From an optimization exercise on the open Yosys and OpenROAD flow, aimed at a short achievable clock period and few clock cycles; shortcuts taken in it are not production practice.
Function was checked by simulation only, so behaviour that the tests miss may differ from the original.
Power and IR drop assume default switching activity.

== try-zinc ==
==> flow/design.v (excerpt) <==
module rv32i_core (
    input  logic             clk,
    input  logic             rst,
    output logic [31:0]      imem_addr,
    input  logic [31:0]      imem_data,
    output logic             wb_valid,
    output logic [4:0]       wb_rd,
    output logic [31:0]      wb_data
);
    logic        redirect_valid;
    logic [31:1] redirect_target;
    logic        redirect_taken;
    logic        redirect_kill_t;
    logic        redirect_kill_n;
    logic [31:1] redirect_tgt_t;
    logic [31:1] redirect_tgt_n;
    logic        upd_valid;
    logic [rv32_pkg::BTB_IDX-1:0] upd_idx;
    logic [rv32_pkg::BTB_TAG-1:0] upd_tag;
    logic        upd_retc;
    logic        upd_bwd;
    logic        lpu_valid;
    logic [rv32_pkg::LP_IDX-1:0] lpu_idx;
    logic        lpu_taken;
    logic        e_bwd;
    logic        ras_push;
    logic        ras_pop;
    logic [rv32_pkg::BTB_TGT:1] ras_link;
    logic        e_push;
    logic        e_pop;
    logic [31:1] pc_f;
    logic        m_valid;
    logic [31:1] pc_m;
    logic [4:0]  rs1_addr;
    logic [4:0]  rs2_addr;
    logic [31:0] rs1_data;
    logic [31:0] rs2_data;
    logic                      e_valid;
    logic [31:1]               e_pc;
    logic [31:1]               e_link;
    logic [31:1]               e_pnpc;
    logic                      e_seq_ok;
    logic [31:0]               e_a;
    logic [31:0]               e_b;
    logic                      e_fa;
    logic                      e_fb;
    logic [31:0]               e_imm;
    logic [rv32_pkg::RS_N-1:0] e_sel;
    logic                      e_sub;
    logic                      e_sra;
    logic [rv32_pkg::BR_N-1:0] e_br;
    logic                      e_jal;
    logic                      e_jalr;
    logic                      e_wr;
    logic [4:0]                e_rd;
    fetch_unit u_fetch (
        .clk             (clk),
        .rst             (rst),
        .imem_addr       (imem_addr),
        .redirect_valid  (redirect_valid),
        .redirect_target (redirect_target),
        .redirect_taken  (redirect_taken),
        .redirect_kill_t (redirect_kill_t),
  ...
Size in the first run: roughly 12000 cells after synthesis, roughly 2300 flip-flops, roughly 0.13 mm2 of cells after synthesis.
clock: 8.5 ns
lec_check: 0
abc_clock_period_in_ps: 3000
cap_margin: 40
core_margin: 2
core_utilization: 40
setup_slack_margin: 4.4
slew_margin: 40
run.sh (not shown) runs the stock make flow with config.mk's settings and CLKGATE_MAP_FILE= SYNTH_SCRIPT=/design/flow/synth_recipe.tcl, a recipe that flattens the netlist after the stock synthesis.
Having completed the whole flow, try-zinc delivered a layout that passed the timing, DRC and antenna checks.
Testbench counts of try-zinc, summed over its fixed seeds: cycles 56,161.
Changes in try-indigo relative to try-zinc:
-- flow/config.mk --
<<< try-zinc, line 9
export CAP_MARGIN = 40
export CORE_MARGIN = 2
export CORE_UTILIZATION = 40
export SETUP_SLACK_MARGIN = 4.4
export SLEW_MARGIN = 40
>>> try-indigo, line 9
export CAP_MARGIN = 40
export CORE_MARGIN = 2
export CORE_UTILIZATION = 60
export SETUP_SLACK_MARGIN = 5
export SLEW_MARGIN = 40
--- outcome ---
- In summary, try-indigo completed successfully, with a layout that passed the timing, DRC and antenna checks.
- Compare try-zinc and try-indigo | design area lower: try-zinc
- Internal power summed over all cells down about 3% in try-indigo wrt try-zinc
- Biggest fanout along the worst timing path for try-indigo is higher than for try-zinc.
- try-indigo ended up with sky130_fd_sc_hd__or2_1 as its cell at the slowest stage of the critical path; try-zinc ended up with sky130_fd_sc_hd__a211oi_4.
Input-level comparison between try-juniper and try-indigo:
-- flow/config.mk --
<<< try-indigo, line 9
export CAP_MARGIN = 40
export CORE_MARGIN = 2
export CORE_UTILIZATION = 60
export SETUP_SLACK_MARGIN = 5
export SLEW_MARGIN = 40
>>> try-juniper, line 9
export CAP_MARGIN = 40
export CORE_MARGIN = 2
export CORE_UTILIZATION = 40
export SETUP_SLACK_MARGIN = 5
export SLEW_MARGIN = 40
Findings:
try-indigo ended up with u_fetch.pc_f[11]$_DFF_P_ as its worst setup path endpoint; try-juniper ended up with u_fetch.pc_f[28]$_DFF_P_. Going from try-indigo to try-juniper, routed length on met2 now sits higher; overall via count from detail_route now sits lower; die area now sits higher; routed length on met1 now sits higher.

[port drivers added, routing unchanged]
No port has a modelled driver above. Below, the same layouts with a new extraction and two added sets of constraints.
Step 1, drivers: a clkbuf_16 drives clk and a buf_2 each remaining input, both assumed.
Step 2, shift: input delay + t, output delay - t, t = (earliest + latest rising clock arrival at the registers) / 2. This alone moves slack from input paths to output paths.
Three values: ideal, step 1, step 2; two values: the first two.
run | shift t [ns] | setup WS [ns] | latest minus earliest clock arrival (ns)
try-zinc | 0.970 | 4.228 / 4.228 / 3.321 | 0.113 / 0.113
try-indigo | 1.005 | 4.185 / 4.185 / 3.704 | 0.098 / 0.098
try-juniper | 0.984 | 4.235 / 4.235 / 3.805 | 0.115 / 0.115
After both steps every run listed still meets setup and hold. The setup slack of try-zinc, which loses most, moves by 0.000 ns with the drivers and by -0.907 ns with both steps.
